From an optimization exercise on the open Yosys and OpenROAD flow, aimed at small area and a short achievable clock period; shortcuts taken in it are not production practice.
In this exercise RTL edits were held to simulation tests only and were not proved equivalent to the original.
Power and IR drop assume default switching activity.

### run.sh
#!/bin/bash
# synth_recipe.tcl (not shown) runs the flow's synth.tcl, then flattens the netlist and writes it again
# the make line also repeats each setting of config.mk as NAME=value (left out here)
make -C /OpenROAD-flow-scripts/flow DESIGN_CONFIG=/design/flow/config.mk WORK_HOME=/design/flow/orfs CLKGATE_MAP_FILE= SYNTH_SCRIPT=/design/flow/synth_recipe.tcl finish
### config.mk
export PLATFORM = sky130hd
export DESIGN_NAME = wifire_rx_queue
export DESIGN_NICKNAME = wifire_rx_queue
export VERILOG_FILES = /design/flow/design.v
export SDC_FILE = /design/flow/constraint.sdc
export NUM_CORES = 4
export LEC_CHECK = 0
export CAP_MARGIN = 20
export CORE_MARGIN = 2
export CORE_UTILIZATION = 50
export SETUP_SLACK_MARGIN = 3.8
export SLEW_MARGIN = 20
export TNS_END_PERCENT = 10
### constraint.sdc
create_clock -name core_clock -period 7.0 [get_ports {dsp_clk}]
set_input_delay 1.4000 -clock core_clock [delete_from_list [all_inputs] [get_ports {dsp_clk}]]
set_output_delay 1.4000 -clock core_clock [all_outputs]
set_load 0.01 [all_outputs]
### design.v
package wifire_pkg;
  localparam logic [8:0] WF_W_LEN     = 9'd0;
  localparam logic [8:0] WF_W_FCTRL   = 9'd1;
  localparam logic [8:0] WF_W_SEQNO   = 9'd2;
  localparam logic [8:0] WF_W_DST_PAN = 9'd3;
  localparam logic [8:0] WF_W_DST_HI  = 9'd4;
  localparam logic [8:0] WF_W_DST_LO  = 9'd5;
  localparam logic [8:0] WF_W_SRC_PAN = 9'd6;
  localparam logic [8:0] WF_W_SRC_HI  = 9'd7;
  localparam logic [8:0] WF_W_SRC_LO  = 9'd8;
  localparam logic [8:0] WF_W_SFD_HI  = 9'd9;
  localparam logic [8:0] WF_W_SFD_LO  = 9'd10;
  localparam logic [8:0] WF_W_NBYTES  = 9'd11;
  localparam logic [8:0] WF_W_TIME_HI = 9'd12;
  localparam logic [8:0] WF_W_TIME_LO = 9'd13;
  localparam logic [8:0] WF_W_STATUS  = 9'd14;
  localparam int WF_S_CTRL    = 0;
  localparam int WF_S_POP     = 1;
  localparam int WF_S_OVF_CLR = 2;
  localparam int WF_S_TIME_HI = 3;
  localparam int WF_S_TIME_LO = 4;
  typedef logic [1:0] wf_state_t;
  localparam wf_state_t ST_IDLE     = 2'd0;
  localparam wf_state_t ST_WAIT_HDR = 2'd1;
  localparam wf_state_t ST_CAPTURE  = 2'd2;
  localparam wf_state_t ST_DROP     = 2'd3;
  typedef struct packed {
    logic [6:0]  len;
    logic [15:0] frame_ctrl;
    logic [7:0]  seqno;
    logic [15:0] dst_pan;
    logic [63:0] dst_addr;
    logic [15:0] src_pan;
    logic [63:0] src_addr;
    logic [63:0] sfd_tics;
    logic [15:0] nbytes;
    logic        trunc;
  } wf_hdr_t;
  localparam int WF_HDR_W = 7 + 16 + 8 + 16 + 64 + 16 + 64 + 64 + 16 + 1;
endpackage
module wifire_msdu_ram #(
  parameter int NSLOTS     = 4,
  parameter int MSDU_DEPTH = 128,
  parameter int TW         = $clog2(NSLOTS * MSDU_DEPTH)
) (
  input  logic                    dsp_clk,
  input  logic                    we_i,
  input  logic [TW-1:0]           waddr_i,
  input  logic [7:0]              wdata_i,
  input  logic [NSLOTS-1:0]       ssel_i,
  input  logic [MSDU_DEPTH/4-1:0] wsel_i,
  output logic [31:0]             rdata_o
);
  localparam int ROWS = NSLOTS * MSDU_DEPTH / 4;
  localparam int WPS  = MSDU_DEPTH / 4;
  logic [ROWS*32-1:0] mem_q;
  logic [WPS*32-1:0]  slot_w;
  for (genvar r = 0; r < ROWS; r++) begin : g_row
    for (genvar b = 0; b < 4; b++) begin : g_lane
      always_ff @(posedge dsp_clk) begin
        if (we_i && waddr_i == TW'(r * 4 + b)) mem_q[32*r + 8*b +: 8] <= wdata_i;
      end
    end
  end
  always_comb begin
    slot_w = '0;
    for (int s = 0; s < NSLOTS; s++)
      slot_w = slot_w | ({(WPS*32){ssel_i[s]}} & mem_q[WPS*32*s +: WPS*32]);
    rdata_o = '0;
    for (int k = 0; k < WPS; k++) rdata_o = rdata_o | ({32{wsel_i[k]}} & slot_w[32*k +: 32]);
  end
endmodule
module wifire_rx_queue #(
  parameter int BASE       = 0,
  parameter int NSLOTS     = 4,
  parameter int MSDU_DEPTH = 128
) (
  input  logic        dsp_clk,
  input  logic        reset,
  input  logic        set_stb,
  input  logic [7:0]  set_addr,
  input  logic [31:0] set_data,
  input  logic        sfd_i,
  input  logic        hdr_valid_i,
  input  logic        msdu_valid_i,
  input  logic [6:0]  len_i,
  input  logic [15:0] frame_ctrl_i,
  input  logic [7:0]  seqno_i,
  input  logic [15:0] dst_pan_i,
  input  logic [15:0] src_pan_i,
  input  logic [63:0] dst_addr_i,
  input  logic [63:0] src_addr_i,
  input  logic [7:0]  msdu_i,
  input  logic [7:0]  msdu_pos_i,
  input  logic        msdu_stb_i,
  input  logic        wb_stb_i,
  input  logic        wb_we_i,
  input  logic [15:0] wb_adr_i,
  output logic [31:0] wb_dat_o,
  output logic        wb_ack_o,
  output logic        irq_o,
  output logic        irq_ovf_o
);
  localparam int PW = $clog2(NSLOTS);
  localparam int CW = $clog2(NSLOTS) + 1;
  localparam int AW = $clog2(MSDU_DEPTH);
  localparam int TW = PW + AW;
  localparam int NW = $clog2(MSDU_DEPTH + 1);    
  localparam int FW = 7 + 16 + 8 + 16 + 64 + 16 + 64 + 64;   
  localparam logic [7:0] A_CTRL = 8'(BASE + wifire_pkg::WF_S_CTRL);
  localparam logic [7:0] A_POP  = 8'(BASE + wifire_pkg::WF_S_POP);
  localparam logic [7:0] A_OVF  = 8'(BASE + wifire_pkg::WF_S_OVF_CLR);
  localparam logic [7:0] A_THI  = 8'(BASE + wifire_pkg::WF_S_TIME_HI);
  localparam logic [7:0] A_TLO  = 8'(BASE + wifire_pkg::WF_S_TIME_LO);
  wifire_pkg::wf_state_t state_q, state_d;
  logic          enable_q, enable_d, filter_en_q, filter_en_d;
  logic [15:0]   my_pan_q, my_pan_d, ovf_cnt_q, ovf_cnt_d;
  logic [NW-1:0] nbytes_q, nbytes_d;
  logic [63:0]   time_q, time_d, sfd_tics_q;
  logic          hdr_valid_q, msdu_valid_q, irq_ovf_q, irq_ovf_d, trunc_q, trunc_d;
  logic [PW-1:0] wr_ptr_q, wr_ptr_d, rd_ptr_q, rd_ptr_d;
  logic [CW-1:0] count_q, count_d;
  logic          ack_q, ack_o_q, irq_q;   
  logic [31:0]   dat_q, dat_d, hdr_word, ram_rdata;
  logic [NSLOTS-1:0][FW-1:0]   fld_q;    
  logic [NSLOTS-1:0][NW:0]     cnt_q;    
  logic [FW-1:0]   head_f;
  logic [NW:0]     head_c;
  logic            rd_go;
  logic [15:0]     wsel;
  logic [NSLOTS-1:0] rd_oh;
  logic [MSDU_DEPTH/4-1:0] msel;
  logic        hdr_rise, msdu_fall, full, empty, pop, commit, ovf_inc, ram_we, st_wait, st_cap;
  logic [NW-1:0] pos1;
  logic [8:0]  wb_word;
  logic [TW-1:0] waddr;
  assign hdr_rise  = hdr_valid_i & ~hdr_valid_q;
  assign msdu_fall = msdu_valid_q & ~msdu_valid_i;
  assign full      = count_q[CW-1];
  assign empty     = count_q == '0;
  assign pop       = set_stb && set_addr == A_POP && !empty;
  assign pos1      = NW'(msdu_pos_i[AW-1:0]) + NW'(1);
  assign waddr     = {wr_ptr_q, msdu_pos_i[AW-1:0]};
  assign wb_word   = wb_adr_i[10:2];
  assign st_wait   = state_q == wifire_pkg::ST_WAIT_HDR;
  assign st_cap    = state_q == wifire_pkg::ST_CAPTURE;
  always_comb begin
    state_d     = state_q;
    enable_d    = enable_q;
    filter_en_d = filter_en_q;
    my_pan_d    = my_pan_q;
    time_d      = time_q + 64'd1;
    if (set_stb && set_addr == A_THI) time_d[63:32] = set_data;
    if (set_stb && set_addr == A_TLO) time_d[31:0] = set_data;
    irq_ovf_d   = 1'b0;
    trunc_d     = trunc_q;
    nbytes_d    = nbytes_q;
    commit      = 1'b0;
    ovf_inc     = 1'b0;
    ram_we      = 1'b0;
    if (set_stb && set_addr == A_CTRL) begin
      enable_d    = set_data[0];
      filter_en_d = set_data[1];
      my_pan_d    = set_data[31:16];
    end
    if (!enable_q) state_d = wifire_pkg::ST_IDLE;
    else if (sfd_i) state_d = wifire_pkg::ST_WAIT_HDR;
    else begin
      case (state_q)
        wifire_pkg::ST_WAIT_HDR: if (hdr_rise) begin
          if (full || (filter_en_q && dst_pan_i != my_pan_q && dst_pan_i != 16'hFFFF)) begin
            state_d   = wifire_pkg::ST_DROP;
            irq_ovf_d = 1'b1;
            ovf_inc   = full;
          end else begin
            state_d  = wifire_pkg::ST_CAPTURE;
            trunc_d  = 1'b0;
            nbytes_d = '0;
          end
        end
        wifire_pkg::ST_CAPTURE: begin
          if (msdu_stb_i) begin
            if (!msdu_pos_i[7]) begin
              ram_we = 1'b1;
              if (pos1 > nbytes_q) nbytes_d = pos1;
            end else trunc_d = 1'b1;
          end
          if (msdu_fall) begin
            commit  = 1'b1;
            state_d = wifire_pkg::ST_IDLE;
          end
        end
        wifire_pkg::ST_DROP: if (msdu_fall) state_d = wifire_pkg::ST_IDLE;
        default: ;
      endcase
    end
    wr_ptr_d = wr_ptr_q + PW'(commit);
    rd_ptr_d = rd_ptr_q + PW'(pop);
    count_d  = count_q + CW'(commit) - CW'(pop);
    if (set_stb && set_addr == A_OVF) ovf_cnt_d = '0;
    else if (ovf_inc && ovf_cnt_q != 16'hFFFF) ovf_cnt_d = ovf_cnt_q + 16'd1;
    else ovf_cnt_d = ovf_cnt_q;
  end
  for (genvar i = 0; i < NSLOTS; i++) begin : g_slot
    always_ff @(posedge dsp_clk) begin
      if (st_wait && !hdr_valid_q && !full && wr_ptr_q == PW'(i))
        fld_q[i] <= {len_i, frame_ctrl_i, seqno_i, dst_pan_i, dst_addr_i, src_pan_i, src_addr_i,
                     sfd_tics_q};
      if (st_cap && wr_ptr_q == PW'(i))
        cnt_q[i] <= {nbytes_d, trunc_d};
    end
  end
  always_comb begin
    rd_go = wb_stb_i & ~ack_q & ~wb_we_i;
    for (int w = 0; w < 16; w++) wsel[w] = rd_go && !wb_adr_i[11] && wb_word == 9'(w);
    for (int s = 0; s < NSLOTS; s++) rd_oh[s] = rd_ptr_q == PW'(s);
    for (int k = 0; k < MSDU_DEPTH/4; k++)
      msel[k] = rd_go && wb_adr_i[11] && wb_adr_i[AW-1:2] == (AW-2)'(k);
    head_f = '0;
    head_c = '0;
    for (int s = 0; s < NSLOTS; s++) begin
      head_f = head_f | ({FW{rd_oh[s]}} & fld_q[s]);
      head_c = head_c | ({(NW+1){rd_oh[s]}} & cnt_q[s]);
    end
    hdr_word = '0;
    if (!empty) begin
      hdr_word = hdr_word | ({32{wsel[wifire_pkg::WF_W_LEN]}}     & 32'(head_f[FW-1 -: 7]));
      hdr_word = hdr_word | ({32{wsel[wifire_pkg::WF_W_FCTRL]}}   & 32'(head_f[FW-8 -: 16]));
      hdr_word = hdr_word | ({32{wsel[wifire_pkg::WF_W_SEQNO]}}   & 32'(head_f[FW-24 -: 8]));
      hdr_word = hdr_word | ({32{wsel[wifire_pkg::WF_W_DST_PAN]}} & 32'(head_f[FW-32 -: 16]));
      hdr_word = hdr_word | ({32{wsel[wifire_pkg::WF_W_DST_HI]}}  & head_f[FW-48 -: 32]);
      hdr_word = hdr_word | ({32{wsel[wifire_pkg::WF_W_DST_LO]}}  & head_f[FW-80 -: 32]);
      hdr_word = hdr_word | ({32{wsel[wifire_pkg::WF_W_SRC_PAN]}} & 32'(head_f[FW-112 -: 16]));
      hdr_word = hdr_word | ({32{wsel[wifire_pkg::WF_W_SRC_HI]}}  & head_f[FW-128 -: 32]);
      hdr_word = hdr_word | ({32{wsel[wifire_pkg::WF_W_SRC_LO]}}  & head_f[FW-160 -: 32]);
      hdr_word = hdr_word | ({32{wsel[wifire_pkg::WF_W_SFD_HI]}}  & head_f[63:32]);
      hdr_word = hdr_word | ({32{wsel[wifire_pkg::WF_W_SFD_LO]}}  & head_f[31:0]);
      hdr_word = hdr_word | ({32{wsel[wifire_pkg::WF_W_NBYTES]}}  &
                             {15'b0, head_c[0], 16'(head_c[NW:1])});
    end
    hdr_word = hdr_word | ({32{wsel[wifire_pkg::WF_W_TIME_HI]}} & time_q[63:32]);
    hdr_word = hdr_word | ({32{wsel[wifire_pkg::WF_W_TIME_LO]}} & time_q[31:0]);
    hdr_word = hdr_word | ({32{wsel[wifire_pkg::WF_W_STATUS]}}  &
                           {ovf_cnt_q, 3'b0, 5'(count_q), 6'b0, full, empty});
    dat_d = hdr_word | ram_rdata;
  end
  always_ff @(posedge dsp_clk) begin
    if (sfd_i) sfd_tics_q <= time_q;
    filter_en_q  <= filter_en_d;
    my_pan_q     <= my_pan_d;
    hdr_valid_q  <= hdr_valid_i;
    msdu_valid_q <= msdu_valid_i;
    trunc_q      <= trunc_d;
    nbytes_q     <= nbytes_d;
    if (reset) begin
      state_q      <= wifire_pkg::ST_IDLE;
      enable_q     <= 1'b0;
      time_q       <= '0;
      irq_ovf_q    <= 1'b0;
      wr_ptr_q     <= '0;
      rd_ptr_q     <= '0;
      count_q      <= '0;
      ovf_cnt_q    <= '0;
      ack_q        <= 1'b0;
      irq_q        <= 1'b0;
      ack_o_q      <= 1'b0;
      dat_q        <= '0;
    end else begin
      state_q      <= state_d;
      enable_q     <= enable_d;
      time_q       <= time_d;
      irq_ovf_q    <= irq_ovf_d;
      wr_ptr_q     <= wr_ptr_d;
      rd_ptr_q     <= rd_ptr_d;
      count_q      <= count_d;
      ovf_cnt_q    <= ovf_cnt_d;
      ack_q        <= wb_stb_i & ~ack_q;
      irq_q        <= count_d != '0;
      ack_o_q      <= wb_stb_i & ~ack_o_q;
      dat_q        <= dat_d;
    end
  end
  wifire_msdu_ram #(.NSLOTS(NSLOTS), .MSDU_DEPTH(MSDU_DEPTH), .TW(TW)) u_ram (
    .dsp_clk (dsp_clk),
    .we_i    (ram_we),
    .waddr_i (waddr),
    .wdata_i (msdu_i),
    .ssel_i  (rd_oh),
    .wsel_i  (msel),
    .rdata_o (ram_rdata)
  );
  assign wb_dat_o  = dat_q;
  assign wb_ack_o  = ack_o_q;
  assign irq_o     = irq_q;
  assign irq_ovf_o = irq_ovf_q;
endmodule
==> results.json, run 1 <==
{
  "finalHoldViolCount": 0,
  "drc_errors": 0,
  "hp-start": "ack_o_q$_SDFF_PP0_",
  "p_seq_share_pct": 54.4,
  "synthesis.area_um2": 204500,
  "cp-end-kind": "output pin",
  "max_stage_delay_ns": 0.61,
  "yosys_most_used_dff": "edfxtp_1",
  "maxCapViolations": 1,
  "fp.dieArea_um2": 414200,
  "dr.pass1.iters": 14,
  "switchingPower_mw": 13.15,
  "drt_iter0_markers": 17088,
  "grt_remaining_overflow": 0,
  "wl_um": 671800,
  "tritoncts": "done",
  "hold_end": "ack_o_q$_SDFF_PP0_",
  "sw_frac_of_total_pct": 20.25,
  "rows": 234,
  "numCtsBuffers": 557,
  "grt_max_degree": 193,
  "ys_seq_area_share_pct": 78.17,
  "ir_drop_uv": 194.5,
  "status": "finished with violations",
  "grt_pass1_vias": 106270,
  "fillers": 28803,
  "syn_nets": 9764,
  "yosys.area.top_type_share_pct": 76.83,
  "clock_skew_ns": 0.05520,
  "synthCells": 9469,
  "crit_type": "reg -> out",
  "drive_above_1_share_pct": 29.92,
  "clk_latency_ns": 1.09,
  "ctsHoldBuffers": 0,
  "pwr-share-clk_pct": 44.0,
  "finalMaxSlewViolations": 33,
  "core_um2": 406700,
  "rr_startpoint": "wr_ptr_q[0]$_SDFF_PP0_",
  "antenna_found_initial": 65,
  "critPathArrivalTime_ns": 2.20,
  "hpwl_um": 423400,
  "drtAntennaViolNets": 0,
  "die_width_um": 643.6,
  "reg2reg_slack_ns": 3.41,
  "fin_nets": 10665,
  "vias": 109560,
  "ys_warn_count": 2,
  "ctsHtreeMaxLevel": 6,
  "yosys.area.top_type": "edfxtp_1",
  "worst_pin_slew_ns": 1.522,
  "finalSetupViolations": 0,
  "portBuffers": 300,
  "ys_top_cells_by_count": "5233 x edfxtp_1, 1288 x mux4_2, 680 x nor2_1",
  "crit_buf_inv": 1,
  "p_comb_share_pct": 1.6,
  "worstHoldPathCells": 1,
  "synth-seq-cells": 5370,
  "path_clk_slew_ns": 0.06,
  "power_density_nw_per_um2": 270.8,
  "final_core_util_pct": 58.97,
  "syn2layout_area_growth_pct": 17.25,
  "post-route-period-util_pct": 51.49,
  "yosys-top-cells-area": "edfxtp_1 77%, mux4_2 14%, a22oi_1 2.3%",
  "p_int_mw": 51.79,
  "finalPower_mw": 64.94,
  "grt_use_total_pct": 32.06,
  "die-height_um": 643.6,
  "r2r_end": "u_ram.mem_q[1457]$_DFFE_PP_",
  "async_reset_ff_share_pct": 0,
  "start_kind": "flip-flop",
  "hold_path_class": "reg -> reg",
  "dpl.cell_count": 15031,
  "fmax_ghz": 0.2775,
  "yosysMostFrequentCell": "edfxtp_1",
  "clk_path_buf_depth": 4,
  "vias_per_cell": 6.734,
  "max_slew_margin_pct": -1.472,
  "checkFailReasons": "capacitance limit, slew limit",
  "path_cells": "clkdlybuf4s50_1",
  "start_util_pct": 50.30,
  "gp_congestion": 0.9556,
  "p_leak_nw": 71.53,
  "synth_cell_types": 72,
  "io-pin-count": 307,
  "stdcell_count": 16270,
  "tns_ns": 0,
  "avgSynthCellArea_um2": 21.60,
  "post-route-min-period_ns": 3.604,
  "routedWlPerCell_um": 41.29,
  "rsz0062_at_grt": "true",
  "synth_edf_count": 5233,
  "reg2reg_depth": 6,
  "crit_required_ns": 5.60,
  "slowest_stage": "clkdlybuf4s50_1",
  "root_buffer": "clkbuf_16",
  "grt_pass1_wl_um": 901900,
  "cts_sinks": 5370,
  "cp_max_fo": 1,
  "crit_family": "buffers and inverters"
}
per-layer routing:
| metal | share of wire [%] | GRT usage, % | wire length [um] | up-vias |
|---|---|---|---|---|
| li1 | - | - | - | 42082 |
| met1 | 36 | 42.54 | 239600 | 58513 |
| met2 | 46 | 48.73 | 307100 | 7421 |
| met3 | 12 | 9.112 | 82670 | 1514 |
| met4 | 6.3 | 16.63 | 42170 | 30 |
| met5 | 0.029 | 0 | 194 | - |
worst reg2reg max path, delay by kind of cell (launching register included):
family	cells	cell delay (ns)
DFF	1	0.98
and+or+nand+nor	4	1.65
buffers and inverters	2	0.68
flip-flops by register name, summed over array words and instances, names as in the netlist, 8 cells and up:
| name | count |
|---|---|
| cnt_q | 36 |
| dat_q | 32 |
| fld_q | 1020 |
| my_pan_q | 16 |
| nbytes_q | 8 |
| ovf_cnt_q | 16 |
| sfd_tics_q | 64 |
| time_q | 64 |
| u_ram.mem_q | 4096 |
kinds of logic (layout without fill, tap and decap cells):
| logic type | after synthesis | in the layout | share of synthesized area (%) |
|---|---|---|---|
| buffers and inverters | 592 | 1912 | 1.187 |
| AND/OR/NAND/NOR | 1203 | 1204 | 2.722 |
| other | 0 | 52 | 0 |
| multiplexers | 1291 | 1291 | 14.20 |
| flip-flops | 5370 | 5370 | 78.17 |
| XOR/XNOR | 75 | 75 | 0.3212 |
| adder cells (fa/ha/maj) | 23 | 23 | 0.1444 |
| AO/OA/AOI/OAI | 915 | 915 | 3.262 |
worst max-delay path by stage:
| stage | endpoint | slack [ns] | depth (start not counted) | start |
|---|---|---|---|---|
| 2_1_floorplan | fld_q[510]$_DFFE_PP_ | -0.54 | 4 | state_q[1]$_SDFFE_PP0P_ |
| 5_1_grt | u_ram.mem_q[3364]$_DFFE_PP_ | 3.41 | 5 | msdu_pos_i[2] |
| 3_5_place_dp | cnt_q[25]$_DFFE_PP_ | 1.0 | 12 | msdu_pos_i[3] |
| 3_3_place_gp | dat_q[17]$_SDFF_PP0_ | 0.82 | 11 | wb_adr_i[6] |
| 4_1_cts | u_ram.mem_q[179]$_DFFE_PP_ | 3.07 | 6 | msdu_pos_i[7] |
| 6_report | wb_dat_o[10] | 3.40 | 1 | dat_q[10]$_SDFF_PP0_ |
cells in the final DEF (no fill, tap or decap), types with 32 or more instances in the layout:
master and count:
clkbuf_1 127, clkdlybuf4s50_1 266, nand4_1 129, buf_4 382, nor2_4 150, dfxtp_1 120, nor2_2 214, nor2_1 316
clkbuf_16 577, edfxtp_1 5233, a211oi_1 40, diode_2 52, inv_1 32, buf_12 114, nand3_1 44, nand2_1 106
buf_16 33, a22oi_2 40, mux4_2 1288, o21ai_0 33, clkinv_1 111, xnor2_1 49, a22oi_1 579, buf_6 49
clkinv_2 76, a21oi_1 66
per-stage QoR:
stage	cell area [um2]	hold slack [ns]	setup slack, ns
after floorplan	204700	0.4064	-0.5394
after detailed placement	216700	0.4324	0.9958
after global routing	239700	0.4669	3.406
after global placement	216500	0.4249	0.8158
final	239800	0.4412	3.396
after CTS	238200	0.4409	3.069
final cells by class:
type | instances | area, um2 | share of cell area, %
multi-input cells | 3508 | 45240 | 18.86
clock buffers | 712 | 15030 | 6.265
well taps | 5428 | 6792 | 2.832
clock inverters | 267 | 2261 | 0.9427
diodes | 52 | 130.1 | 0.05426
flip-flops and latches | 5370 | 159900 | 66.68
inverters | 35 | 138.9 | 0.05791
repair buffers | 898 | 10330 | 4.306
power by group through the flow:
| stage | clock [mW] | combinational [mW] | sequential, mW |
|---|---|---|---|
| 6_report | 28.6 | 1.06 | 35.3 |
| 5_1_grt | 29.9 | 1.10 | 35.3 |
| 4_1_cts | 28.8 | 1.03 | 35.3 |
| 3_5_place_dp | 0 | 0.994 | 36.0 |
| 3_3_place_gp | 0 | 0.942 | 36.0 |
| 2_1_floorplan | 0 | 0.126 | 36.0 |
what timing repair did:
action,4_1_cts,5_1_grt
buffers inserted,161,19
resized for setup,463,349
pin swaps,73,17
gates cloned,26,0
endpoints found under the setup margin,4151,3970
endpoints found under the hold margin,0,0
==> run 2, diff against run 1 <==
--- a/design.v
+++ b/design.v
@@ -54,10 +54,21 @@
   localparam int ROWS = NSLOTS * MSDU_DEPTH / 4;
   localparam int WPS  = MSDU_DEPTH / 4;
+  localparam int WW   = $clog2(WPS);
+  logic               we_q;
+  logic [TW-1:0]      wa_q;
+  logic [7:0]         wd_q;
   logic [ROWS*32-1:0] mem_q;
   logic [WPS*32-1:0]  slot_w;
+  logic [WPS*4-1:0]   hit;        
+  logic [3:0]         fwd;
+  always_ff @(posedge dsp_clk) begin
+    we_q <= we_i;
+    wa_q <= waddr_i;
+    wd_q <= wdata_i;
+  end
   for (genvar r = 0; r < ROWS; r++) begin : g_row
     for (genvar b = 0; b < 4; b++) begin : g_lane
       always_ff @(posedge dsp_clk) begin
-        if (we_i && waddr_i == TW'(r * 4 + b)) mem_q[32*r + 8*b +: 8] <= wdata_i;
+        if (we_q && wa_q == TW'(r * 4 + b)) mem_q[32*r + 8*b +: 8] <= wd_q;
       end
     end
@@ -67,6 +78,16 @@
     for (int s = 0; s < NSLOTS; s++)
       slot_w = slot_w | ({(WPS*32){ssel_i[s]}} & mem_q[WPS*32*s +: WPS*32]);
+    for (int k = 0; k < WPS; k++)
+      for (int b = 0; b < 4; b++)
+        hit[4*k + b] = we_q && ssel_i[wa_q[TW-1:WW+2]] && wa_q[WW+1:2] == WW'(k) && wa_q[1:0] == 2'(b);
     rdata_o = '0;
-    for (int k = 0; k < WPS; k++) rdata_o = rdata_o | ({32{wsel_i[k]}} & slot_w[32*k +: 32]);
+    fwd     = '0;
+    for (int k = 0; k < WPS; k++)
+      for (int b = 0; b < 4; b++) begin
+        rdata_o[8*b +: 8] = rdata_o[8*b +: 8] |
+                            ({8{wsel_i[k] & ~hit[4*k + b]}} & slot_w[32*k + 8*b +: 8]);
+        fwd[b] = fwd[b] | (wsel_i[k] & hit[4*k + b]);
+      end
+    for (int b = 0; b < 4; b++) rdata_o[8*b +: 8] = rdata_o[8*b +: 8] | ({8{fwd[b]}} & wd_q);
   end
 endmodule
--- a/config.mk
+++ b/config.mk
@@ -9,4 +9,6 @@
 export CORE_MARGIN = 2
 export CORE_UTILIZATION = 50
+export CTS_CLUSTER_DIAMETER = 100
+export CTS_CLUSTER_SIZE = 20
 export SETUP_SLACK_MARGIN = 3.8
 export SLEW_MARGIN = 20
==> run 2 against run 1 <==
Net effect:
- now clean on timing, DRC and antenna
- clock skew shrank 0.0077 ns
- synthesized cell count rose by 2.6%
- combinational power is 12% lower
- via count shrank 1.3%
- first-iteration DRC count decreased by 5.9%
- routed wire length shrank 5.9%
- sequential share of layout area rose by 1.5 points
- critical endpoint is now dat_q[12]$_SDFF_PP0_
==> results.json, run 2 <==
{
  "status": "no timing/DRC/antenna violations",
  "start_kind": "input port",
  "max_slew_margin_pct": 12.44,
  "yosysMostFrequentCell": "edfxtp_1",
  "finalSetupViolations": 0,
  "yosys.area.top_type": "edfxtp_1",
  "crit_end": "dat_q[12]$_SDFF_PP0_",
  "ys_top_cells_by_count": "5233 x edfxtp_1, 1288 x mux4_2, 650 x nor2_1",
  "r2r_end": "dat_q[12]$_SDFF_PP0_",
  "grt_pass1_vias": 104863,
  "worstHoldPathCells": 1,
  "routedWlPerCell_um": 39.06,
  "synthesis.area_um2": 206900,
  "wl_met3_um": 68440,
  "seqCellArea_um2": 160300,
  "antenna_found_initial": 69,
  "drtAntennaViolNets": 0,
  "rr_startpoint": "rd_ptr_q[0]$_SDFF_PP0_",
  "numCtsBuffers": 310,
  "crit_type": "in -> reg",
  "dr.pass1.iters": 8,
  "crit_required_ns": 7.88,
  "root_buffer": "clkbuf_16",
  "whs_ns": 0.4282,
  "worst_pin_slew_ns": 1.313,
  "yosys.area.top_type_share_pct": 75.95,
  "synth_cell_types": 86,
  "cts_sinks": 5388,
  "grt_max_degree": 208,
  "vias_per_cell": 6.679,
  "async_reset_ff_share_pct": 0,
  "rsz0062_at_grt": "true",
  "gp_congestion": 0.9163,
  "portBuffers": 300,
  "grt_remaining_overflow": 0,
  "grt_use_total_pct": 29.79,
  "die_width_um": 647.3,
  "clock_skew_ns": 0.04750,
  "met2WireLength_um": 297600,
  "finalMaxSlewViolations": 0,
  "cp_max_fo": 22,
  "ir_drop_uv": 181.9,
  "ys_seq_area_share_pct": 77.45,
  "tritoncts": "done",
  "syn2layout_area_growth_pct": 13.66,
  "drc_errors": 0,
  "ctsHtreeMaxLevel": 5,
  "post-route-period-util_pct": 52.65,
  "synthCells": 9715,
  "avgSynthCellArea_um2": 21.30,
  "ys_warn_count": 2,
  "synth_top_family_by_area": "multiplexers",
  "rows": 236,
  "hpwl_um": 388500,
  "syn_nets": 10007,
  "maxCapViolations": 0,
  "layout_common_cells": "5233 x edfxtp_1, 1288 x mux4_2, 585 x nor2_1",
  "fp.dieArea_um2": 418900,
  "power_density_nw_per_um2": 234.3,
  "fmax_ghz": 0.2713,
  "grt_pass1_wl_um": 860800,
  "core_um2": 412500,
  "synthAdderAreaFrac_pct": 0.1246,
  "start_util_pct": 50.15,
  "multi_input_area_um2": 46790,
  "clk_path_buf_depth": 4,
  "finalHoldViolCount": 0,
  "synth_xor_area_share_pct": 0.4264,
  "drive_above_1_share_pct": 26.80,
  "yosys-top-cells-area": "edfxtp_1 76%, mux4_2 14%, a22oi_1 1.7%",
  "clk_latency_ns": 0.99,
  "cp-end-kind": "flip-flop",
  "final_common_cell": "edfxtp_1",
  "vias": 108148,
  "synthSimpleGateAreaFrac_pct": 3.310,
  "reg2reg_depth": 10,
  "synth_compound_area_share_pct": 3.459,
  "wl_met1_um": 242300,
  "reg2reg_slack_ns": 3.33,
  "fin_nets": 10845,
  "hold_path_class": "reg -> reg",
  "top_register": "u_ram.mem_q",
  "die-height_um": 647.3,
  "critPathArrivalTime_ns": 4.57,
  "wl_um": 632400,
  "synth_edf_count": 5233,
  "path_clk_slew_ns": 0.08,
  "yosys_most_used_dff": "edfxtp_1",
  "largest_reg_flops": 4096,
  "drt_iter0_markers": 16077,
  "post-route-min-period_ns": 3.686,
  "ctsHoldBuffers": 0,
  "highest_layer": "met5",
  "io-pin-count": 307,
  "p_leak_nw": 70.31,
  "tns_ns": 0,
  "crit_start": "wb_adr_i[6]",
  "reg_top3": "u_ram.mem_q: 4096 flops, fld_q: 1020 flops",
  "muxShareOfSynthArea_pct": 14.06,
  "synth-seq-cells": 5388,
  "fillers": 30020
}
## run 2: kinds of logic (layout without fill, tap and decap cells)
kind of cell	Yosys count	in the layout
flip-flops	5388	5388
AND/OR/NAND/NOR	1402	1402
multiplexers	1295	1295
AO/OA/AOI/OAI	976	976
buffers and inverters	535	1491
XOR/XNOR	99	99
adder cells (fa/ha/maj)	20	20
other	0	47
## run 2: layout make-up
cell class	count	share of cell area (%)
Tap cell	5474	2.913
Inverter	32	0.05267
Timing Repair inverter	1	0.002128
Sequential cell	5388	68.19
Clock inverter	18	0.1006
Clock buffer	412	3.579
Antenna cell	47	0.05001
Timing Repair Buffer	1028	5.216
Multi-Input combinational cell	3792	19.90
## run 2: worst min path at each step
stage / to / from / slack (ns)
global route: ack_o_q$_SDFF_PP0_ / ack_o_q$_SDFF_PP0_ / 0.45
floorplan: u_ram.wa_q[8]$_DFF_P_ / wr_ptr_q[1]$_SDFF_PP0_ / 0.33
CTS: ack_o_q$_SDFF_PP0_ / ack_o_q$_SDFF_PP0_ / 0.43
global placement: ack_o_q$_SDFF_PP0_ / ack_o_q$_SDFF_PP0_ / 0.41
detailed placement: ack_o_q$_SDFF_PP0_ / ack_o_q$_SDFF_PP0_ / 0.41
finish: ack_o_q$_SDFF_PP0_ / ack_o_q$_SDFF_PP0_ / 0.43
## run 2: worst max-delay path, stage by stage
cell        delay [ns]
buf_2             0.12
buf_12            0.20
clkinvlp_4        0.24
nand3_4           0.18
a21oi_1           0.06
buf_4             0.21
a222oi_1          0.91
nand4_1           0.59
nor4_2            0.30
a21oi_1           0.10
a21o_1            0.20
## run 2: routing by layer
| metal | GRT usage [%] | vias to the layer above |
|---|---|---|
| li1 | - | 42601 |
| met2 | 46.45 | 6276 |
| met5 | 0 | - |
| met4 | 9.967 | 54 |
| met1 | 41.56 | 58251 |
| met3 | 7.296 | 966 |
## run 2: metrics by stage
stage	util (%)	instances	instance area, um2	power, mW	setup WS (ns)
final	57.01	16192	235200	55.10	3.314
after detailed placement	52.90	15329	218200	37.00	1.144
after CTS	56.56	16034	233300	55.30	3.196
after global routing	56.99	16156	235100	56.38	3.350
after floorplan	-	9715	207000	36.46	-0.5490
after global placement	52.89	15328	218200	36.95	1.336
## run 2: power breakdown
| part | internal (mW) | switching (mW) |
|---|---|---|
| Clock | 8.50 | 10.3 |
| Sequential | 35.3 | 0.0944 |
| Combinational | 0.256 | 0.682 |
## run 2: timing repair
action	in CTS	in global routing
cloned	55	10
setup endpoints to repair	3335	2011
gates resized for setup	591	201
pin swaps	101	66
buffers inserted	220	97
==> run 3, diff against run 2 <==
--- a/config.mk
+++ b/config.mk
@@ -6,5 +6,5 @@
 export NUM_CORES = 4
 export LEC_CHECK = 0
-export CAP_MARGIN = 20
+export CAP_MARGIN = 45
 export CORE_MARGIN = 2
 export CORE_UTILIZATION = 50
@@ -12,4 +12,4 @@
 export CTS_CLUSTER_SIZE = 20
 export SETUP_SLACK_MARGIN = 3.8
-export SLEW_MARGIN = 20
-export TNS_END_PERCENT = 10
+export SLEW_MARGIN = 45
+export TNS_END_PERCENT = 100
==> run 3 against run 2 <==
Net effect:
- critical path depth fell by 2
- first-iteration DRC count grew 5.6%
- area after synthesis did not move
- register-to-register slack improved by 0.06 ns
- non-clock buffer count fell by 33
- die area unchanged
- highest routed layer unchanged
- count of clock-buffer cells in the layout up 8
- routed wire length hardly changed
- clock power hardly changed
- sequential share of layout area shrank 0.38 points
- largest cell class unchanged
- worst hold slack lost 0.0034 ns
- combinational power up 9%
==> results.json, run 3 <==
{
  "status": "no timing/DRC/antenna violations",
  "top_register": "u_ram.mem_q",
  "synth_edf_count": 5233,
  "die-height_um": 647.3,
  "drive_above_1_share_pct": 30.28,
  "post-route-min-period_ns": 3.609,
  "pwr-share-clk_pct": 33.9,
  "finalPower_mw": 55.09,
  "start_kind": "flip-flop",
  "hpwl_um": 394100,
  "die_width_um": 647.3,
  "worst_pin_slew_ns": 0.9123,
  "ctsHtreeMaxLevel": 5,
  "yosys_most_used_dff": "edfxtp_1",
  "syn2layout_area_growth_pct": 14.33,
  "vias": 108285,
  "finalHoldViolCount": 0,
  "tritoncts": "done",
  "start_util_pct": 50.15,
  "hold_path_class": "reg -> reg",
  "clk_path_buf_depth": 4,
  "vias_per_cell": 6.702,
  "grt_remaining_overflow": 0,
  "portBuffers": 300,
  "dr.pass1.iters": 8,
  "p_comb_share_pct": 1.9,
  "reg_top3": "u_ram.mem_q: 4096 flops, fld_q: 1020 flops",
  "wl_um": 631900,
  "path_clk_slew_ns": 0.09,
  "ys_top_cells_by_count": "5233 x edfxtp_1, 1288 x mux4_2, 650 x nor2_1",
  "whs_ns": 0.4248,
  "clock_skew_ns": 0.04358,
  "layout_common_cells": "5233 x edfxtp_1, 1288 x mux4_2, 454 x nor2_2",
  "fillers": 29887,
  "finalSetupViolations": 0,
  "cp_max_fo": 13,
  "power_density_nw_per_um2": 232.9,
  "ctsHoldBuffers": 0,
  "avgSynthCellArea_um2": 21.30,
  "clk_latency_ns": 1.00,
  "gp_congestion": 0.9285,
  "grt_max_degree": 183,
  "cp-end-kind": "flip-flop",
  "drt_iter0_markers": 16984,
  "io-pin-count": 307,
  "syn_nets": 10007,
  "grt_use_total_pct": 29.66,
  "drc_errors": 0,
  "antenna_found_initial": 54,
  "ir_drop_uv": 207.9,
  "crit_type": "reg -> reg",
  "fp.dieArea_um2": 418900,
  "core_um2": 412500,
  "ys_seq_area_share_pct": 77.45,
  "synthCells": 9715,
  "numCtsBuffers": 309,
  "critPathArrivalTime_ns": 4.50,
  "drtAntennaViolNets": 0,
  "rsz0062_at_grt": "true",
  "rows": 236,
  "synth_cell_types": 86,
  "max_slew_margin_pct": 39.18,
  "yosys-top-cells-area": "edfxtp_1 76%, mux4_2 14%, a22oi_1 1.7%",
  "p_leak_nw": 70.24,
  "yosys.area.top_type": "edfxtp_1",
  "synthesis.area_um2": 206900,
  "post-route-period-util_pct": 51.56,
  "routedWlPerCell_um": 39.11,
  "grt_pass1_vias": 104515,
  "final_common_cell": "edfxtp_1",
  "yosys.area.top_type_share_pct": 75.95,
  "fmax_ghz": 0.2771,
  "sw_frac_of_total_pct": 20.10,
  "grt_pass1_wl_um": 856900,
  "largest_reg_flops": 4096,
  "p_int_mw": 44.02,
  "fin_nets": 10810,
  "maxCapViolations": 0,
  "ys_warn_count": 2,
  "yosysMostFrequentCell": "edfxtp_1",
  "root_buffer": "clkbuf_16",
  "cts_sinks": 5388,
  "crit_required_ns": 7.89,
  "synth-seq-cells": 5388,
  "async_reset_ff_share_pct": 0,
  "switchingPower_mw": 11.07,
  "p_seq_share_pct": 64.2,
  "finalMaxSlewViolations": 0
}
run 3: cell counts after synthesis:
Identical to the previous run, type by type.
run 3: timing repair:
item	4_1_cts	5_1_grt
setup endpoints to repair	1380	455
gates cloned	48	8
pin swaps	97	69
gates resized for setup	699	168
setup buffers	187	58
run 3: worst paths after layout:
| check | from | endpoint | slack, ns | depth (start not counted) |
|---|---|---|---|---|
| worst min register to register | ack_o_q$_SDFF_PP0_ | ack_o_q$_SDFF_PP0_ | 0.42 | 1 |
| worst min-delay path | ack_o_q$_SDFF_PP0_ | ack_o_q$_SDFF_PP0_ | 0.42 | 1 |
| worst max register to register | rd_ptr_q[1]$_SDFF_PP0_ | dat_q[13]$_SDFF_PP0_ | 3.39 | 9 |
| worst max-delay path | rd_ptr_q[1]$_SDFF_PP0_ | dat_q[13]$_SDFF_PP0_ | 3.39 | 9 |
run 3: area by class of cell:
class,instances,area (um2),share of cell area (%)
multi-input cells,3792,47980,20.28
clock buffers,420,8319,3.517
flip-flops and latches,5388,160400,67.81
well taps,5474,6849,2.896
diodes,35,87.58,0.03703
clock inverters,22,297.8,0.1259
inverters,32,127.6,0.05395
repair buffers,995,12480,5.278
run 3: cells by family after synthesis:
kind of cell | count (synthesis) | synth area share, %
flip-flops | 5388 | 77.45
AND/OR/NAND/NOR | 1402 | 3.310
multiplexers | 1295 | 14.06
AO/OA/AOI/OAI | 976 | 3.459
buffers and inverters | 535 | 1.171
XOR/XNOR | 99 | 0.4264
adder cells (fa/ha/maj) | 20 | 0.1246
run 3: per-layer routing:
metal  track usage, %  up-vias  part of all wire (%)
met1            42.80    58419                    39
met3            6.938      974                    11
met4            9.586       40                   3.9
li1                 -    42535                     -
met5                0        -                 0.064
met2            45.16     6317                    46
run 3: critical path, cell delays in order, from the launching register on:
cell	delay, ns
dfxtp_4	0.36
buf_12	0.17
xnor2_1	0.38
and2_4	0.39
a21oi_1	0.22
a222oi_1	0.78
nand4_1	0.54
nor4_2	0.33
a31oi_1	0.13
a21o_1	0.19
run 3: per-stage QoR:
step | cell area (um2) | setup WS, ns | utilization, % | cells | setup TNS (ns)
2_1_floorplan | 207000 | -0.5484 | - | 9715 | -308.71
3_3_place_gp | 218100 | 1.029 | 52.86 | 15325 | 0
3_5_place_dp | 219600 | 1.291 | 53.24 | 15364 | 0
4_1_cts | 234000 | 3.495 | 56.73 | 16041 | 0
5_1_grt | 236500 | 3.430 | 57.32 | 16131 | 0
6_report | 236500 | 3.391 | 57.34 | 16158 | 0
run 3: power by group through the flow:
stage / combinational [mW] / sequential [mW] / clock, mW
finish: 1.02 / 35.4 / 18.7
CTS: 0.953 / 35.4 / 18.9
floorplan: 0.129 / 36.3 / 0
global route: 1.07 / 35.4 / 19.9
global placement: 0.824 / 36.1 / 0
detailed placement: 0.908 / 36.1 / 0
==> run 4, diff against run 3 <==
--- a/design.v
+++ b/design.v
@@ -49,5 +49,6 @@
   input  logic [7:0]              wdata_i,
   input  logic [NSLOTS-1:0]       ssel_i,
-  input  logic [MSDU_DEPTH/4-1:0] wsel_i,
+  input  logic                    rd_i,
+  input  logic [$clog2(MSDU_DEPTH/4)-1:0] raddr_i,
   output logic [31:0]             rdata_o
 );
@@ -60,6 +61,6 @@
   logic [ROWS*32-1:0] mem_q;
   logic [WPS*32-1:0]  slot_w;
-  logic [WPS*4-1:0]   hit;        
-  logic [3:0]         fwd;
+  logic [31:0]        word;
+  logic               fwd_a;      
   always_ff @(posedge dsp_clk) begin
     we_q <= we_i;
@@ -78,16 +79,8 @@
     for (int s = 0; s < NSLOTS; s++)
       slot_w = slot_w | ({(WPS*32){ssel_i[s]}} & mem_q[WPS*32*s +: WPS*32]);
-    for (int k = 0; k < WPS; k++)
-      for (int b = 0; b < 4; b++)
-        hit[4*k + b] = we_q && ssel_i[wa_q[TW-1:WW+2]] && wa_q[WW+1:2] == WW'(k) && wa_q[1:0] == 2'(b);
-    rdata_o = '0;
-    fwd     = '0;
-    for (int k = 0; k < WPS; k++)
-      for (int b = 0; b < 4; b++) begin
-        rdata_o[8*b +: 8] = rdata_o[8*b +: 8] |
-                            ({8{wsel_i[k] & ~hit[4*k + b]}} & slot_w[32*k + 8*b +: 8]);
-        fwd[b] = fwd[b] | (wsel_i[k] & hit[4*k + b]);
-      end
-    for (int b = 0; b < 4; b++) rdata_o[8*b +: 8] = rdata_o[8*b +: 8] | ({8{fwd[b]}} & wd_q);
+    word   = slot_w[32*raddr_i +: 32];
+    fwd_a  = we_q && ssel_i[wa_q[TW-1:WW+2]] && wa_q[WW+1:2] == raddr_i;
+    for (int b = 0; b < 4; b++)
+      rdata_o[8*b +: 8] = !rd_i ? 8'd0 : (fwd_a && wa_q[1:0] == 2'(b)) ? wd_q : word[8*b +: 8];
   end
 endmodule
@@ -151,5 +144,5 @@
   logic [15:0]     wsel;
   logic [NSLOTS-1:0] rd_oh;
-  logic [MSDU_DEPTH/4-1:0] msel;
+  logic            mrd;
   logic        hdr_rise, msdu_fall, full, empty, pop, commit, ovf_inc, ram_we, st_wait, st_cap;
   logic [NW-1:0] pos1;
@@ -236,6 +229,5 @@
     for (int w = 0; w < 16; w++) wsel[w] = rd_go && !wb_adr_i[11] && wb_word == 9'(w);
     for (int s = 0; s < NSLOTS; s++) rd_oh[s] = rd_ptr_q == PW'(s);
-    for (int k = 0; k < MSDU_DEPTH/4; k++)
-      msel[k] = rd_go && wb_adr_i[11] && wb_adr_i[AW-1:2] == (AW-2)'(k);
+    mrd = rd_go && wb_adr_i[11];
     head_f = '0;
     head_c = '0;
@@ -308,5 +300,6 @@
     .wdata_i (msdu_i),
     .ssel_i  (rd_oh),
-    .wsel_i  (msel),
+    .rd_i    (mrd),
+    .raddr_i (wb_adr_i[AW-1:2]),
     .rdata_o (ram_rdata)
   );
--- a/config.mk
+++ b/config.mk
@@ -13,3 +13,3 @@
 export SETUP_SLACK_MARGIN = 3.8
 export SLEW_MARGIN = 45
-export TNS_END_PERCENT = 100
+export TNS_END_PERCENT = 10
==> run 4 against run 3 <==
Net effect:
- fmax fell by 0.93%
- largest cell class unchanged
- routed wire length shrank 7.0%
- cell count shrank 0.33%
- via count shrank 2.9%
==> results.json, run 4 <==
{
  "die_width_um": 649.0,
  "cp_max_fo": 25,
  "synthesis.area_um2": 208000,
  "crit_type": "in -> reg",
  "async_reset_ff_share_pct": 0,
  "antenna_found_initial": 52,
  "grt_remaining_overflow": 0,
  "routedWlPerCell_um": 36.48,
  "layout_common_cells": "5233 x edfxtp_1, 1231 x mux4_2, 426 x nor2_2",
  "root_buffer": "clkbuf_16",
  "finalHoldViolCount": 0,
  "crit_top_cell": "buf_6",
  "clk_path_buf_depth": 4,
  "dpl.cell_count": 15367,
  "vias": 105156,
  "syn2layout_area_growth_pct": 13.29,
  "grt_pass1_vias": 103742,
  "clock_skew_ns": 0.04861,
  "portBuffers": 300,
  "ctsHtreeMaxLevel": 5,
  "maxCapViolations": 0,
  "final_core_util_pct": 56.96,
  "rows": 236,
  "crit_required_ns": 7.84,
  "clk_latency_ns": 0.98,
  "vias_per_cell": 6.529,
  "crit_family": "buffers and inverters",
  "ys_seq_area_share_pct": 77.04,
  "max_slew_margin_pct": 43.23,
  "ys_warn_count": 2,
  "hpwl_um": 362800,
  "avgSynthCellArea_um2": 21.05,
  "final_common_cell": "edfxtp_1",
  "synth_cell_types": 80,
  "fmax_ghz": 0.2745,
  "yosysMostFrequentCell": "edfxtp_1",
  "rr_startpoint": "rd_ptr_q[0]$_SDFF_PP0_",
  "drt_iter0_markers": 13746,
  "finalSetupViolations": 0,
  "io-pin-count": 307,
  "grt_max_degree": 187,
  "cp-end-kind": "flip-flop",
  "grt_use_total_pct": 27.44,
  "worst_pin_slew_ns": 0.8469,
  "path_cells": "buf_2 -> buf_12 -> buf_6 -> and3b_4 -> nand2_2 -> buf_4 -> a21oi_1 -> a31oi_1 -> nand4b_1 -> a41oi_2 -> buf_6 -> o22ai_2",
  "start_kind": "input port",
  "reg_top3": "u_ram.mem_q: 4096 flops, fld_q: 1020 flops",
  "rsz0062_at_grt": "true",
  "postLayoutSetupSlackWorst_ns": 3.357,
  "ys_top_cells_by_count": "5233 x edfxtp_1, 1229 x mux4_2, 686 x nor2_1",
  "start_util_pct": 50.28,
  "yosys.area.top_type_share_pct": 75.55,
  "gp_congestion": 0.8750,
  "hp-start": "ack_o_q$_SDFF_PP0_",
  "crit_start": "wb_adr_i[6]",
  "preCtsSetupSlack_ns": 1.700,
  "finalMaxSlewViolations": 0,
  "max_stage_delay_ns": 0.40,
  "grt_pass1_wl_um": 815900,
  "post-route-period-util_pct": 52.05,
  "numCtsBuffers": 310,
  "drtAntennaViolNets": 0,
  "hold_path_class": "reg -> reg",
  "yosys-top-cells-area": "edfxtp_1 76%, mux4_2 13%, dfxtp_1 1.5%",
  "crit_buf_inv": 5,
  "yosys.area.top_type": "edfxtp_1",
  "status": "no timing/DRC/antenna violations",
  "drive_above_1_share_pct": 28.30,
  "yosys_most_used_dff": "edfxtp_1",
  "synthCells": 9883,
  "reg2reg_slack_ns": 3.37,
  "tritoncts": "done",
  "critPathArrivalTime_ns": 4.48,
  "core_um2": 413700,
  "dr.pass1.iters": 9,
  "path_clk_slew_ns": 0.08,
  "die-height_um": 649.0,
  "cts_sinks": 5388,
  "synth-seq-cells": 5388,
  "synth_edf_count": 5233,
  "ir_drop_uv": 200.5,
  "power_density_nw_per_um2": 235.9,
  "syn_nets": 10175,
  "fp.dieArea_um2": 421200,
  "finalPower_mw": 55.60,
  "post-route-min-period_ns": 3.643,
  "wl_um": 587600,
  "fin_nets": 10803,
  "stdcell_count": 16105,
  "largest_reg_flops": 4096,
  "drc_errors": 0,
  "top_register": "u_ram.mem_q",
  "p_leak_nw": 69.62,
  "slowest_stage": "nand4b_1"
}
-- run 4: cell count changes in the layout (fill, tap and decap cells not counted), sizes merged, moves of 45 or more --
cell    change
mux2i     +258
a22oi     -133
o21ai     +100
buf        -86
nand2      -76
a21oi      -61
nand3      +58
o22ai      +58
mux4       -52
nand4      -52
clkbuf     -45
-- run 4: cell type report --
class,count,area (um2)
fillers,30008,178000
multi-input cells,3849,47820
repair buffers,907,11830
clock inverters,27,392.9
inverters,55,232.7
flip-flops and latches,5388,160300
well taps,5474,6849
diodes,25,62.56
clock buffers,380,8169
-- run 4: report_power, final --
part | switching (mW) | internal [mW] | total (mW)
logic | 1.24 | 0.430 | 1.67
registers | 0.0641 | 35.3 | 35.4
clock network | 10.2 | 8.34 | 18.6
-- run 4: timing repair --
item / CTS / global route
cloned: 51 / 5
buffers inserted: 165 / 71
gates resized for setup: 496 / 153
hold buffers: 0 / 0
setup endpoints to repair: 2477 / 1321
pin swaps: 116 / 73
endpoints found under the hold margin: 0 / 0
-- run 4: worst paths after layout --
kind,to,cells past startpoint
hold reg to reg,ack_o_q$_SDFF_PP0_,1
setup / recovery,dat_q[7]$_SDFF_PP0_,12
setup reg to reg,dat_q[15]$_SDFF_PP0_,14
hold / removal,ack_o_q$_SDFF_PP0_,1
-- run 4: cell families after synthesis --
| group | synth area share [%] |
|---|---|
| AO/OA/AOI/OAI | 3.196 |
| multiplexers | 14.71 |
| adder cells (fa/ha/maj) | 0.1239 |
| buffers and inverters | 1.656 |
| flip-flops | 77.04 |
| AND/OR/NAND/NOR | 2.857 |
| XOR/XNOR | 0.4211 |
-- run 4: through the flow --
step / setup TNS, ns / hold slack (ns) / instance area (um2)
after floorplan: -418.08 / 0.3290 / 208100
after global placement: 0 / 0.4067 / 217900
after detailed placement: 0 / 0.4465 / 219000
after CTS: 0 / 0.4585 / 233200
after global routing: 0 / 0.4661 / 235600
final: 0 / 0.4610 / 235600
-- run 4: routing by layer --
metal  part of all wire, %  routed length, um  vias to the layer above  track usage (%)
li1                      -                  -                    42420                -
met1                    39             230900                    56595            38.81
met2                    48             279400                     5289            43.43
met3                   9.4              55450                      816            5.493
met4                   3.7              21560                       36            8.685
met5                 0.043                254                        -                0
==> run 5, diff against run 4 <==
--- a/design.v
+++ b/design.v
@@ -211,5 +211,5 @@
     wr_ptr_d = wr_ptr_q + PW'(commit);
     rd_ptr_d = rd_ptr_q + PW'(pop);
-    count_d  = count_q + CW'(commit) - CW'(pop);
+    count_d  = (commit == pop) ? count_q : commit ? count_q + CW'(1) : count_q - CW'(1);
     if (set_stb && set_addr == A_OVF) ovf_cnt_d = '0;
     else if (ovf_inc && ovf_cnt_q != 16'hFFFF) ovf_cnt_d = ovf_cnt_q + 16'd1;
@@ -289,5 +289,5 @@
       ovf_cnt_q    <= ovf_cnt_d;
       ack_q        <= wb_stb_i & ~ack_q;
-      irq_q        <= count_d != '0;
+      irq_q        <= commit || count_q > CW'(1) || (count_q == CW'(1) && !pop);   
       ack_o_q      <= wb_stb_i & ~ack_o_q;
       dat_q        <= dat_d;
--- a/config.mk
+++ b/config.mk
@@ -13,3 +13,3 @@
 export SETUP_SLACK_MARGIN = 3.8
 export SLEW_MARGIN = 45
-export TNS_END_PERCENT = 10
+export TNS_END_PERCENT = 100
==> run 5 against run 4 <==
Net effect:
- still clean on timing, DRC and antenna
- routed wire length increased by 5.9%
- clock skew decreased by 0.0019 ns
- register-to-register slack improved by 0.17 ns
- synthesized cell count increased by 1.8%
- total power increased by 0.30%
- die area increased by 0.17%
- count of clock-buffer cells in the layout increased by 30
- global-route usage increased by 1.4 points
- sequential share of layout area decreased by 0.37 points
- critical path depth decreased by 1
- design area increased by 0.59%
- area after synthesis increased by 0.17%
- critical endpoint is now dat_q[17]$_SDFF_PP0_
- largest cell class unchanged
- largest power group unchanged
==> results.json, run 5 <==
{
  "status": "no timing/DRC/antenna violations",
  "drt_iter0_markers": 14715,
  "path_clk_slew_ns": 0.09,
  "core_um2": 415700,
  "pwr-share-clk_pct": 33.4,
  "wl_um": 621900,
  "yosys.area.top_type": "edfxtp_1",
  "io-pin-count": 307,
  "rows": 237,
  "async_reset_ff_share_pct": 0,
  "grt_remaining_overflow": 0,
  "ctsHtreeMaxLevel": 5,
  "routedWlPerCell_um": 37.97,
  "final_core_util_pct": 57.01,
  "synth_compound_area_share_pct": 3.560,
  "grt_pass1_vias": 106054,
  "fin_area_um2": 237000,
  "yosys.area.top_type_share_pct": 75.42,
  "crit_type": "reg -> reg",
  "cp_max_fo": 6,
  "synth_xor_area_share_pct": 0.4372,
  "finalSetupViolations": 0,
  "worst_pin_slew_ns": 0.9260,
  "fp.dieArea_um2": 421900,
  "yosys-top-cells-area": "edfxtp_1 75%, mux4_2 13%, mux2i_1 1.6%",
  "dpl.cell_count": 15606,
  "vias": 107706,
  "rr_startpoint": "rd_ptr_q[0]$_SDFF_PP0_",
  "p_comb_share_pct": 3.2,
  "dr.pass1.iters": 6,
  "synth-seq-cells": 5388,
  "crit_required_ns": 7.87,
  "die_width_um": 649.5,
  "ys_warn_count": 2,
  "synthesis.area_um2": 208400,
  "reg_top3": "u_ram.mem_q: 4096 flops, fld_q: 1020 flops",
  "critPathArrivalTime_ns": 4.33,
  "clk_latency_ns": 1.00,
  "maxCapViolations": 0,
  "finalHoldViolCount": 0,
  "finalMaxSlewViolations": 0,
  "sw_frac_of_total_pct": 20.86,
  "muxShareOfSynthArea_pct": 14.40,
  "reg2reg_depth": 11,
  "syn2layout_area_growth_pct": 13.76,
  "reg2reg_slack_ns": 3.54,
  "root_buffer": "clkbuf_16",
  "numCtsBuffers": 311,
  "synth_edf_count": 5233,
  "vias_per_cell": 6.576,
  "ys_top_cells_by_count": "5233 x edfxtp_1, 1173 x mux4_2, 703 x nor2_1",
  "p_int_mw": 44.13,
  "avgSynthCellArea_um2": 20.72,
  "r2r_end": "dat_q[17]$_SDFF_PP0_",
  "post-route-period-util_pct": 49.42,
  "drive_above_1_share_pct": 28.60,
  "rsz0062_at_grt": "true",
  "yosysMostFrequentCell": "edfxtp_1",
  "ys_seq_area_share_pct": 76.91,
  "post-route-min-period_ns": 3.460,
  "switchingPower_mw": 11.63,
  "cp-end-kind": "flip-flop",
  "synthSimpleGateAreaFrac_pct": 3.028,
  "clk_path_buf_depth": 4,
  "crit_start": "rd_ptr_q[0]$_SDFF_PP0_",
  "power_density_nw_per_um2": 235.3,
  "antenna_found_initial": 53,
  "gp_congestion": 0.9147,
  "grt_pass1_wl_um": 851300,
  "fin_nets": 11026,
  "p_leak_nw": 69.98,
  "grt_use_total_pct": 28.88,
  "finalPower_mw": 55.76,
  "p_seq_share_pct": 63.4,
  "synthCells": 10058,
  "hold_path_class": "reg -> reg",
  "crit_end": "dat_q[17]$_SDFF_PP0_",
  "placed_area_um2": 220000,
  "yosys_most_used_dff": "edfxtp_1",
  "start_util_pct": 50.12,
  "fillers": 30492,
  "portBuffers": 300,
  "top_register": "u_ram.mem_q",
  "synth_cell_types": 87,
  "layout_common_cells": "5233 x edfxtp_1, 1173 x mux4_2, 475 x nor2_2",
  "clock_skew_ns": 0.04669,
  "syn_nets": 10351,
  "tritoncts": "done",
  "grt_max_degree": 175,
  "stdcell_count": 16379,
  "hpwl_um": 390900,
  "fmax_ghz": 0.2890,
  "drc_errors": 0,
  "drtAntennaViolNets": 0,
  "synth_top_family_by_area": "multiplexers",
  "final_common_cell": "edfxtp_1",
  "die-height_um": 649.5,
  "largest_reg_flops": 4096,
  "ir_drop_uv": 183.7,
  "cts_sinks": 5388,
  "synthAdderAreaFrac_pct": 0.1309,
  "start_kind": "flip-flop",
  "max_slew_margin_pct": 38.27
}
## run 5: cell count changes in the layout (fill, tap and decap cells not counted), sizes merged, moves of 27 or more
cell	previous run	this run
a221oi	49	77
a22oi	322	370
a31oi	38	74
buf	582	625
clkbuf	387	435
clkdlybuf4s50	276	240
dlygate4sd2	0	38
inv	66	36
mux2i	264	343
mux4	1236	1173
nand2	144	223
nand3	159	114
nor4	21	48
o21ai	127	97
## run 5: area by class of cell
class,instances,area [um2],share of cell area [%]
Tap cell,5497,6878,2.902
Timing Repair Buffer,968,12210,5.150
Antenna cell,29,72.57,0.03062
Clock inverter,23,314.1,0.1325
Inverter,25,117.6,0.04962
Sequential cell,5388,160400,67.65
Multi-Input combinational cell,4039,48820,20.60
Clock buffer,410,8260,3.485
## run 5: how the worst min path moves through the flow
stage	start	to	slack [ns]	cells after the start
after floorplan	wr_ptr_q[1]$_SDFF_PP0_	u_ram.wa_q[8]$_DFF_P_	0.33	0
after global placement	ack_o_q$_SDFF_PP0_	ack_o_q$_SDFF_PP0_	0.41	1
after detailed placement	ack_o_q$_SDFF_PP0_	ack_o_q$_SDFF_PP0_	0.41	1
after CTS	ack_o_q$_SDFF_PP0_	ack_o_q$_SDFF_PP0_	0.42	1
after global routing	ack_o_q$_SDFF_PP0_	ack_o_q$_SDFF_PP0_	0.46	1
final	ack_o_q$_SDFF_PP0_	ack_o_q$_SDFF_PP0_	0.43	1
## run 5: repair_timing
action                                  CTS  global route
hold buffers                              0             0
endpoints found under the setup margin  726           104
gates resized for setup                 617           198
pin swaps                                72            74
gates cloned                             48            16
buffers inserted                        176            58
## run 5: layer usage
metal	up-vias	GRT usage, %	routed length [um]
li1	43162	-	-
met1	57794	39.44	235000
met2	5700	46.26	297200
met3	1034	5.009	56830
met4	16	12.48	32810
met5	-	0	109
## run 5: power groups by stage
stage,logic [mW],registers (mW),clock network [mW]
floorplan,0.410,36.3,0
global placement,1.50,36.1,0
detailed placement,1.58,36.1,0
CTS,1.68,35.4,18.8
global route,1.82,35.4,19.9
finish,1.78,35.4,18.6
## run 5: critical path, cell delays in order (launching register included)
cell and delay (ns):
dfxtp_4 0.38, buf_12 0.15, buf_16 0.19, buf_4 0.18, buf_6 0.16, bufbuf_16 0.30, mux4_2 0.49, a22o_1 0.28
a221oi_2 0.44, a31oi_4 0.26, nor4_2 0.36, nor2_1 0.09
## run 5: cells by family (layout without fill, tap and decap cells)
logic type      Yosys count  after routing
flops                  5388           5388
mux                    1530           1530
simple gates           1364           1364
buf+inv                 631           1426
xor+xnor                104            104
other cells               0             29
fa+ha+maj                22             22
compound gates         1019           1019
## run 5: stage by stage
stage | setup TNS (ns) | hold slack [ns] | setup WS [ns]
floorplan | -308.71 | 0.3294 | -0.5484
global placement | 0 | 0.4133 | 1.397
detailed placement | 0 | 0.4117 | 1.597
CTS | 0 | 0.4215 | 3.543
global route | 0 | 0.4573 | 3.568
finish | 0 | 0.4293 | 3.540

-- re-timing with driven ports --
The results above use ideal ports. As a check the final layouts listed here were re-extracted and re-timed, cells and wires unchanged. Step 1 sets driving cells, clkbuf_16 on the clock port and buf_2 on the other inputs (assumed; they add their load-dependent delay and slew). Step 2, shift: input delay + t, output delay - t, t = (earliest + latest rising clock arrival at the registers) / 2. This alone moves slack from input paths to output paths. Three values: ideal ports, drivers, drivers and shift; two values: the first two.
| run | t, ns | setup slack, ns | worst slew at a driven data input, ns |
|---|---|---|---|
| run 1 | 1.168 | 3.396 / 3.227 / 2.059 | 0.31 |
| run 2 | 1.093 | 3.314 / 3.312 / 2.219 | 0.32 |
| run 3 | 1.101 | 3.391 / 3.391 / 2.320 | 0.29 |
| run 4 | 1.068 | 3.357 / 3.370 / 2.332 | 0.21 |
| run 5 | 1.079 | 3.540 / 3.492 / 2.413 | 0.39 |
For run 1, which loses most, drivers alone change the setup slack by -0.169 ns; drivers and shift together by -1.337 ns.
